Context: an optimization exercise on an open-source flow, tuned for small area, a short achievable clock period and few clock cycles. The choices shown serve that exercise and are no tape-out recipe.
At most, simulation tests tie the RTL to the original design; equivalence was not proved.
Power and IR drop assume default switching activity.

==> flow/design.v (excerpt) <==
module dma_backend #(
  parameter int unsigned MaxOut = 4    
) (
  input  logic        clk_i,
  input  logic        rst_ni,
  input  logic        valid_i,
  input  logic [31:0] req_src_i,
  input  logic [31:0] req_dst_i,
  input  logic [31:0] req_num_bytes_i,
  input  logic        req_serialize_i,
  output logic        ready_o,
  output logic [31:0] ar_addr_o,
  output logic [7:0]  ar_len_o,
  output logic        ar_valid_o,
  input  logic        ar_ready_i,
  output logic [31:0] aw_addr_o,
  output logic [7:0]  aw_len_o,
  output logic        aw_valid_o,
  input  logic        aw_ready_i,
  output logic [31:0] w_data_o,
  output logic        w_last_o,
  output logic        w_valid_o,
  input  logic        w_ready_i,
  input  logic [31:0] r_data_i,
  input  logic        r_last_i,
  input  logic        r_valid_i,
  output logic        r_ready_o,
  input  logic        b_valid_i,
  output logic        b_ready_o,
  output logic        backend_idle_o,
  output logic        trans_complete_o
);
  localparam int unsigned BPtrW = (MaxOut > 1) ? $clog2(MaxOut) : 1;
  localparam int unsigned PendW = $clog2(MaxOut + 3);
  logic              free_q;     
  logic              rdy_q;      
  logic              free_d;
  logic              calc_q;     
  logic              ser_q;      
  logic              ar_vld_q;
  logic              aw_vld_q;
  logic [29:0]       src_q;
  logic [29:0]       dst_q;
  logic [29:0]       left_q;
  logic [3:0]        len_q;      
  logic              last_q;     
  logic              ge16;       
  logic              gt16;       
  logic              spe_q;      
  logic              dpe_q;      
  logic              spe_nx;
  logic              dpe_nx;
  logic [3:0]        cap_s;
  logic [3:0]        cap_d;
  logic [3:0]        cap_l;
  ...
Settings: LEC_CHECK=0, CAP_MARGIN=20, CORE_MARGIN=2, CORE_UTILIZATION=65, CTS_CLUSTER_DIAMETER=30, CTS_CLUSTER_SIZE=10, PLACE_DENSITY=0.75, SLEW_MARGIN=20; clock period 8.5 ns.
standard.sh (not shown) runs the stock make flow with config.mk's settings and CLKGATE_MAP_FILE= SYNTH_SCRIPT=/design/flow/synth_recipe.tcl, a recipe that flattens the netlist after the stock synthesis.
==> flow/flow/run.sh <==
#!/bin/bash
# standard layout; timing repair aims below the clock period, ports buffered with buf_1
bash standard.sh SETUP_SLACK_MARGIN=5.6 "BUFFER_PORTS_ARGS=-buffer_cell sky130_fd_sc_hd__buf_1" finish > standard.log 2>&1
Testbench counts at the start, summed over its fixed seeds: cycles 36,136.
Edit:
Settings changed: CORE_UTILIZATION 65 to 70, CTS_CLUSTER_DIAMETER 30 to not set, CTS_CLUSTER_SIZE 10 to not set, PLACE_DENSITY 0.75 to 0.8.
Effect: Die area goes down by 6.9%. Synthesized area is unchanged. Routed wire length goes up by 7.3%. Setup slack is worse by 0.012 ns. Hold slack barely changes. Non-clock buffer count went up by 7. Utilization is higher by 7.0 points. Count of clock-buffer cells in the layout went up by 2.
Edit:
Settings changed: CORE_UTILIZATION 70 to 65, PLACE_DENSITY 0.8 to 0.75, TNS_END_PERCENT set to 5.
What happened: The new run produced a clean layout; clock-buffer cell count goes down by 1; clock skew goes up by 0.0037 ns; worst hold slack is about the same; sequential share of layout area goes up by 0.31 points; via count goes down by 2.0%; synthesized cell count is unchanged; total power goes down by 0.88%; global-route usage goes down by 4.1 points; setup slack got worse by 0.033 ns.

dma_backend, a different RTL version from the one above (not shown whole).
For scale: ~9600 um^2 of cells after synthesis.
## dma_backend
module dma_backend #(
  parameter int unsigned MaxOut = 4    
) (
  input  logic        clk_i,
  input  logic        rst_ni,
  input  logic        valid_i,
  input  logic [31:0] req_src_i,
  input  logic [31:0] req_dst_i,
  input  logic [31:0] req_num_bytes_i,
  input  logic        req_serialize_i,
  output logic        ready_o,
  output logic [31:0] ar_addr_o,
  output logic [7:0]  ar_len_o,
  output logic        ar_valid_o,
  input  logic        ar_ready_i,
  output logic [31:0] aw_addr_o,
  output logic [7:0]  aw_len_o,
  output logic        aw_valid_o,
  input  logic        aw_ready_i,
  output logic [31:0] w_data_o,
  output logic        w_last_o,
  output logic        w_valid_o,
  input  logic        w_ready_i,
  input  logic [31:0] r_data_i,
  input  logic        r_last_i,
  input  logic        r_valid_i,
  output logic        r_ready_o,
  input  logic        b_valid_i,
  output logic        b_ready_o,
  output logic        backend_idle_o,
  output logic        trans_complete_o
);
export LEC_CHECK = 0
export CAP_MARGIN = 20
export CORE_MARGIN = 2
export CORE_UTILIZATION = 40
export PLACE_DENSITY = 0.6
export SLEW_MARGIN = 20
create_clock -name core_clock -period 8.5 [get_ports {clk_i}]
==> flow/flow/run.sh <==
#!/bin/bash
# standard layout; timing repair aims below the clock period, ports buffered with buf_1
bash standard.sh SETUP_SLACK_MARGIN=5.4 "BUFFER_PORTS_ARGS=-buffer_cell sky130_fd_sc_hd__buf_1" finish > standard.log 2>&1
Testbench counts at the start, summed over its fixed seeds: cycles 36,136.
Next try:
==> flow/flow/run.sh (replaced) <==
#!/bin/bash
# standard layout; timing repair aims below the clock period, ports buffered with buf_1
bash standard.sh SETUP_SLACK_MARGIN=6.0 "BUFFER_PORTS_ARGS=-buffer_cell sky130_fd_sc_hd__buf_1" finish > standard.log 2>&1
What happened: The new run finished clean; via count goes up by roughly a tenth; routed wire length goes up by roughly a tenth; final area goes up by about a fifth; count of clock-buffer cells in the layout stays the same; fmax goes up by a few percent; register-to-register slack gets better by 0.20 ns; setup slack gets better by 0.16 ns.

wip/nickel:
RTL: one of the versions met above, not the one the previous note started from.
For scale: ~830 cells after synthesis, roughly 260 I/O pins, roughly 0.0096 mm² of cells after synthesis.
export LEC_CHECK = 0
export CAP_MARGIN = 20
export CORE_MARGIN = 2
export CORE_UTILIZATION = 65
export CTS_BUF_LIST = sky130_fd_sc_hd__clkbuf_8
export PLACE_DENSITY = 0.75
export SLEW_MARGIN = 20
create_clock -name core_clock -period 8.5 [get_ports {clk_i}]
==> flow/flow/run.sh <==
#!/bin/bash
# standard layout; timing repair aims below the clock period, ports buffered with buf_1
bash standard.sh SETUP_SLACK_MARGIN=5.6 "BUFFER_PORTS_ARGS=-buffer_cell sky130_fd_sc_hd__buf_1" finish > standard.log 2>&1
Testbench counts of wip/nickel, summed over its fixed seeds: cycles 36,136.
Here is what was changed in the inputs of wip/fjord compared with wip/nickel.
diff --git a/flow/config.mk b/flow/config.mk
--- a/flow/config.mk
+++ b/flow/config.mk
@@ -9,5 +9,5 @@
 export CORE_MARGIN = 2
 export CORE_UTILIZATION = 65
-export CTS_BUF_LIST = sky130_fd_sc_hd__clkbuf_8
+export CTS_BUF_LIST = sky130_fd_sc_hd__clkbuf_8 sky130_fd_sc_hd__clkbuf_16
 export PLACE_DENSITY = 0.75
 export SLEW_MARGIN = 20
--- outcome ---
In wip/fjord, the clock power came out 32% above the value in wip/nickel. Taking wip/nickel as the reference, in wip/fjord worst hold slack saw a decrease, design area saw an increase. For wip/nickel, the top power consumer group was combinational logic, unlike wip/fjord, where it was registers. Delta (wip/fjord minus wip/nickel): total routed wire length on the met1 layer now sits lower; sequential share of layout area now sits lower. Relative area change from synthesis to final layout (higher): wip/fjord. wip/fjord against wip/nickel: count of hold-fix buffers inserted at cts roughly the same, first-pass GRT wire length higher, final critical delay including setup and external delays lower.
Edits applied to the flow inputs when going from wip/fjord to wip/zinc:
==> flow/flow/run.sh <==
#!/bin/bash
# standard layout; timing repair aims below the clock period, ports buffered with buf_1
bash standard.sh SETUP_SLACK_MARGIN=5.8 "BUFFER_PORTS_ARGS=-buffer_cell sky130_fd_sc_hd__buf_1" finish > standard.log 2>&1
diff --git a/flow/config.mk b/flow/config.mk
--- a/flow/config.mk
+++ b/flow/config.mk
@@ -9,5 +9,5 @@
 export CORE_MARGIN = 2
 export CORE_UTILIZATION = 65
-export CTS_BUF_LIST = sky130_fd_sc_hd__clkbuf_8 sky130_fd_sc_hd__clkbuf_16
 export PLACE_DENSITY = 0.75
 export SLEW_MARGIN = 20
+export TNS_END_PERCENT = 5
wip/zinc packs its core more tightly than wip/fjord. Summary of wip/zinc over wip/fjord: clock group share of total power decreased 1.1 points; final worst slack has increased; time the final worst path needs with I/O delays and setup went down by 0.043 ns; total stage count of the critical path roughly the same. Compare wip/zinc and wip/fjord | via density per instance higher: wip/zinc.
For wip/raven, these inputs were changed with respect to wip/zinc:
==> flow/flow/run.sh <==
#!/bin/bash
# standard layout; timing repair aims below the clock period, ports buffered with buf_1
bash standard.sh SETUP_SLACK_MARGIN=5.6 "BUFFER_PORTS_ARGS=-buffer_cell sky130_fd_sc_hd__buf_1" finish > standard.log 2>&1
diff --git a/flow/config.mk b/flow/config.mk
--- a/flow/config.mk
+++ b/flow/config.mk
@@ -11,3 +11,2 @@
 export PLACE_DENSITY = 0.75
 export SLEW_MARGIN = 20
-export TNS_END_PERCENT = 5
## What came out
- Between wip/zinc and wip/raven, the wire length of the first global-routing pass figures differ only marginally.
- Est. power | wip/raven vs wip/zinc | wip/raven lower
- Number of instances resized during post-cts repair, wip/zinc and wip/raven: lower on wip/raven
- Side by side, combinational cell fraction of total power turned out lower in wip/raven than in wip/zinc.
- Of wip/zinc and wip/raven, the run reporting the lower layout-stage area growth over the synthesis result was wip/raven.
- Taking wip/zinc as the reference point, the power in combinational cells of wip/raven falls by about 6%.
- Comparing worst setup slack for wip/zinc and wip/raven, the bigger number came from wip/zinc.
- Diff wip/raven..wip/zinc | sequential power | negligible

## P
Another version of the RTL of dma_backend (not shown whole).
Size: roughly 190 flip-flops, ~260 I/O pins.
==> flow/config.mk <==
export PLATFORM = sky130hd
export DESIGN_NAME = dma_backend
export DESIGN_NICKNAME = dma_backend
export VERILOG_FILES = /design/flow/design.v
export SDC_FILE = /design/flow/constraint.sdc
export NUM_CORES = 4
export LEC_CHECK = 0
export CAP_MARGIN = 20
export CORE_MARGIN = 2
export CORE_UTILIZATION = 40
export PLACE_DENSITY = 0.6
export SLEW_MARGIN = 20
==> flow/constraint.sdc <==
create_clock -name core_clock -period 8.5 [get_ports {clk_i}]
set_input_delay 1.7000 -clock core_clock [delete_from_list [all_inputs] [get_ports {clk_i}]]
set_output_delay 1.7000 -clock core_clock [all_outputs]
set_load 0.01 [all_outputs]
run.sh (not shown) runs the stock make flow with config.mk's settings and CLKGATE_MAP_FILE= SYNTH_SCRIPT=/design/flow/synth_recipe.tcl, a recipe that flattens the netlist after the stock synthesis.
Stock flow here: none of the scripts above is used.
The flow did not stop early for P: all stages ran, and the layout cleared the timing, design-rule and antenna checks.
Inputs modified between P and Q:
==> flow/flow/run.sh (new file) <==
#!/bin/bash
# standard layout; timing repair aims below the clock period, ports buffered with buf_2
bash standard.sh SETUP_SLACK_MARGIN=6.0 "BUFFER_PORTS_ARGS=-buffer_cell sky130_fd_sc_hd__buf_2" finish > standard.log 2>&1
==> flow/standard.sh (new file) <==
#!/bin/bash
# synth_recipe.tcl (not shown) runs the flow's synth.tcl, then flattens the netlist and writes it again
# the make line also repeats each setting of config.mk as NAME=value (left out here)
make -C /OpenROAD-flow-scripts/flow DESIGN_CONFIG=/design/flow/config.mk WORK_HOME=/design/flow/orfs CLKGATE_MAP_FILE= SYNTH_SCRIPT=/design/flow/synth_recipe.tcl "${@:-finish}"
removed: flow/run.sh
--- outcome ---
Q finished every step from synthesis to the final layout, and the layout passed the timing, design-rule and antenna checks.
P closes out successfully: all stages finished, all timing, DRC and antenna checks passed.
Summary of the comparison: setup slack is higher in Q, relative to P.
Q — total net switching power 150 uW higher, P as reference
Total area of sequential cells across Q and P: no real change.
Taking P as the reference point, the first-pass GRT wire length of Q rises by 4.4%.
Re die area: no difference whatsoever between Q and P.
On Q: proportion of power drawn by combinational gates is 6.8 points higher than what P gave.
From P to Q the numbers moved as follows: proportion of final cell area spent on non-clock buffers -1.2 points; final wirelength +about 8%; number of antenna violations at the first check in global routing shrank by 1.
The following lists how R was set up differently from Q:
==> flow/flow/run.sh <==
#!/bin/bash
# standard layout; timing repair aims below the clock period, ports buffered with buf_1
bash standard.sh SETUP_SLACK_MARGIN=6.0 "BUFFER_PORTS_ARGS=-buffer_cell sky130_fd_sc_hd__buf_1" finish > standard.log 2>&1
Notes after the runs:
- Global-route track usage on met1 (higher): Q
- Summary of R over Q: post-place setup slack did not really move; number of instances in the synthesized netlist shows no meaningful change; first-iteration DRC count shows a reduction of 51.
- | final worst slack | lower: Q |
- Q has a higher global-route usage than R.
- Side by side, half-perimeter wire length after detailed placement turned out lower in R than in Q.
- R can be clocked faster than Q.
- R vs Q: power up slightly
- Lower power per standard cell area among R and Q: Q
No run of this note included a check of the RTL's function; only the layout flow was run.

== run 1 ==
dma_backend, a different RTL version from the one above (not shown whole).
Size: ~190 flip-flops.
==> flow/config.mk <==
export PLATFORM = sky130hd
export DESIGN_NAME = dma_backend
export DESIGN_NICKNAME = dma_backend
export VERILOG_FILES = /design/flow/design.v
export SDC_FILE = /design/flow/constraint.sdc
export NUM_CORES = 4
export LEC_CHECK = 0
export CAP_MARGIN = 20
export CORE_MARGIN = 2
export CORE_UTILIZATION = 65
export PLACE_DENSITY = 0.75
export SLEW_MARGIN = 20
==> flow/constraint.sdc <==
create_clock -name core_clock -period 8.5 [get_ports {clk_i}]
set_input_delay 1.7000 -clock core_clock [delete_from_list [all_inputs] [get_ports {clk_i}]]
set_output_delay 1.7000 -clock core_clock [all_outputs]
set_load 0.01 [all_outputs]
standard.sh (not shown) runs the stock make flow with config.mk's settings and CLKGATE_MAP_FILE= SYNTH_SCRIPT=/design/flow/synth_recipe.tcl, a recipe that flattens the netlist after the stock synthesis.
==> flow/flow/run.sh <==
#!/bin/bash
# standard layout; timing repair aims below the clock period, ports buffered with buf_1
bash standard.sh SETUP_SLACK_MARGIN=5.4 "BUFFER_PORTS_ARGS=-buffer_cell sky130_fd_sc_hd__buf_1" finish > standard.log 2>&1
## Diff of input files: run 2 against run 1
==> flow/flow/run.sh <==
#!/bin/bash
# standard layout; timing repair aims below the clock period, ports buffered with buf_1
bash standard.sh SETUP_SLACK_MARGIN=5.8 "BUFFER_PORTS_ARGS=-buffer_cell sky130_fd_sc_hd__buf_1" finish > standard.log 2>&1
Diff run 1 -> run 2: slack of the critical path rose 0.14 ns, fraction of power consumed by combinational cells higher, signed area change from the synthesized netlist to the final layout up 13 points, met2 usage in global routing picked up an extra 3.5 points. On run 2: number of buffers inserted by post-CTS setup repair is 70 higher than what run 1 gave. Looking at buffering stage count on the worst path with inverters included, run 2 sits 2 above run 1. When the final numbers for run 2 and run 1 were put side by side, the routability congestion estimate turned out to be smaller in run 1. Going from run 1 to run 2, static power due to leakage went up by about 17%, final total negative setup slack was more or less identical, fraction of area in registers went down by 4.4 points.
#### Input delta (run 3 over run 2)
Settings: CORE_UTILIZATION changed from 65 to 40; PLACE_DENSITY changed from 0.75 to 0.6.
==> flow/flow/run.sh <==
#!/bin/bash
# standard layout; timing repair aims below the clock period, ports buffered with buf_1
bash standard.sh SETUP_SLACK_MARGIN=5.1 "BUFFER_PORTS_ARGS=-buffer_cell sky130_fd_sc_hd__buf_1" finish > standard.log 2>&1
Notes after the runs:
Going from run 2 to run 3, fraction of area in non-clock buffers decreased 6.9 points, worst hold slack essentially unchanged.
Between run 3 and run 2, it is run 3 whose total of cells resized after clock tree synthesis is lower, by 71.
Per the comparison of run 3 with run 2, total number of placement rows now larger; cell count now larger; via count now smaller.
Between run 2 and run 3, ratio of total power to cell area is lower for run 3, run 2 comes in above that.
Utilization (lower): run 3
Inputs modified between run 3 and run 4:
Settings: PLACE_DENSITY changed from 0.6 to 0.85; CORE_UTILIZATION changed from 40 to 75.
==> flow/flow/run.sh <==
#!/bin/bash
# standard layout; timing repair aims below the clock period, ports buffered with buf_1
bash standard.sh SETUP_SLACK_MARGIN=5.4 "BUFFER_PORTS_ARGS=-buffer_cell sky130_fd_sc_hd__buf_1" finish > standard.log 2>&1
==> run notes <==
The critical setup path kind comes out reg -> reg in one run and in -> reg in the other, namely in run 4 and run 3 respectively. Comparing run 4 and run 3, number of gates resized after cts is lower on run 3. The estimated power of run 4 ends up higher than the estimate for run 3. Compared with run 3, run 4 degrades via count. On highest net fanout along the worst path: run 4 sits above run 3. In the final reports, the cell area of run 4 is smaller than that of run 3. Per the comparison of run 4 with run 3, power share of the clock group moved down, final cell utilization of the core climbed 43 points, number of setup buffers added after CTS climbed 1, number of setup violations in the final report flat. Run 3 ended up with sky130_fd_sc_hd__o211ai_1 as its cell type of the slowest stage on the worst timing path; run 4 ended up with sky130_fd_sc_hd__edfxtp_1. Run 4 -> run 3: number of combinational gates with multiple inputs delta 0, exact match.
### run 4 -> run 5
Settings: CORE_UTILIZATION changed from 75 to 40; PLACE_DENSITY changed from 0.85 to 0.6.
--- outcome ---
Run 4 ended with every stage complete and zero timing, DRC or antenna violations. Run 5 went all the way through synthesis, placement and routing and the layout is clean on timing, DRC and antenna. Of the two values seen for highest layer used for signal routing, met5 was produced by run 5 and met4 by run 4. Summary of the comparison: via count is lower in run 5, relative to run 4. Switching share of power, run 4 and run 5: larger value in run 4. Run 5 vs run 4: leakage component of the power up in run 5. Run 4 and run 5 ended up with roughly the same minimum hold slack. Share of post-route cells with drive strength above 1, run 4 and run 5: lower on run 5. Run 5: multi-input logic area lower than run 4. Between run 5 and run 4, it is run 5 whose met2 global-route usage is lower, by 34 points. Run 4 → run 5: final weighted congestion of routability-driven global placement now smaller; tightest slew margin relative to the limit now larger.
> inputs changed (run 5 -> run 6)
Settings: swapping 0.6 for 0.75 in PLACE_DENSITY; swapping 40 for 65 in CORE_UTILIZATION.
==> flow/flow/run.sh <==
#!/bin/bash
# standard layout; timing repair aims below the clock period, ports buffered with buf_1
bash standard.sh SETUP_SLACK_MARGIN=5.6 "BUFFER_PORTS_ARGS=-buffer_cell sky130_fd_sc_hd__buf_1" finish > standard.log 2>&1
Findings:
- Per the comparison of run 6 with run 5, data required time at the worst endpoint moved down; weighted congestion reported at the end of routability-driven placement moved up; total net switching power rose about 0.7%; tapcell count fell about 40%.
- In the tables for run 6 and run 5, total stage count of the critical path reads lower with run 6.
- Comparing the two runs side by side, run 6 comes out ahead of run 5 on maximum frequency.
- Delta(final routed wirelength across all metal layers, run 6 - run 5) > 0
No run of this note included a check of the RTL's function; only the layout flow was run.

==> separate check: timing with driven ports <==
No port has a modelled driver above. Below, the same layouts with a new extraction and two added sets of constraints. Step 1 (the two cells are an assumption about what drives the block):
set clk [get_ports {clk_i}]
set_driving_cell -lib_cell sky130_fd_sc_hd__clkbuf_16 $clk
set_driving_cell -lib_cell sky130_fd_sc_hd__buf_2 [delete_from_list [all_inputs] $clk]
Step 2 times the ports against the registers' clock, not the clock port: input delays grow and output delays shrink by t, the midpoint of the rising clock arrivals with the driver on. a / b / c = ideal ports / drivers / drivers and shift; a / b = the first two.
run	t (ns)	slack for setup (ns)	cell pins on the clock port's net
the first run of note 1	0.479	5.639 / 5.594 / 5.249	1
the second run of note 1	0.480	5.627 / 5.584 / 5.270	1
the third run of note 1	0.469	5.594 / 5.574 / 5.149	1
the first run of note 2	0.486	5.492 / 5.454 / 5.028	1
the second run of note 2	0.485	5.649 / 5.603 / 5.307	1
wip/nickel	0.515	5.626 / 5.586 / 5.280	1
wip/fjord	0.479	5.639 / 5.594 / 5.249	1
wip/zinc	0.481	5.681 / 5.637 / 5.218	1
wip/raven	0.479	5.639 / 5.594 / 5.249	1
P	0.484	4.601 / 4.554 / 4.612	1
Q	0.480	5.615 / 5.569 / 5.298	1
R	0.478	5.629 / 5.585 / 5.285	1
run 1	0.485	5.529 / 5.529 / 5.346	1
run 2	0.468	5.669 / 5.628 / 5.462	1
run 3	0.474	5.334 / 5.362 / 4.888	1
run 4	0.472	5.450 / 5.450 / 5.091	1
run 5	0.472	5.496 / 5.496 / 5.216	1
run 6	0.477	5.637 / 5.592 / 5.392	1
After both steps setup and hold are still met in every run listed. For the first run of note 2, which loses most, drivers alone change the setup slack by -0.038 ns; drivers and shift together by -0.464 ns.
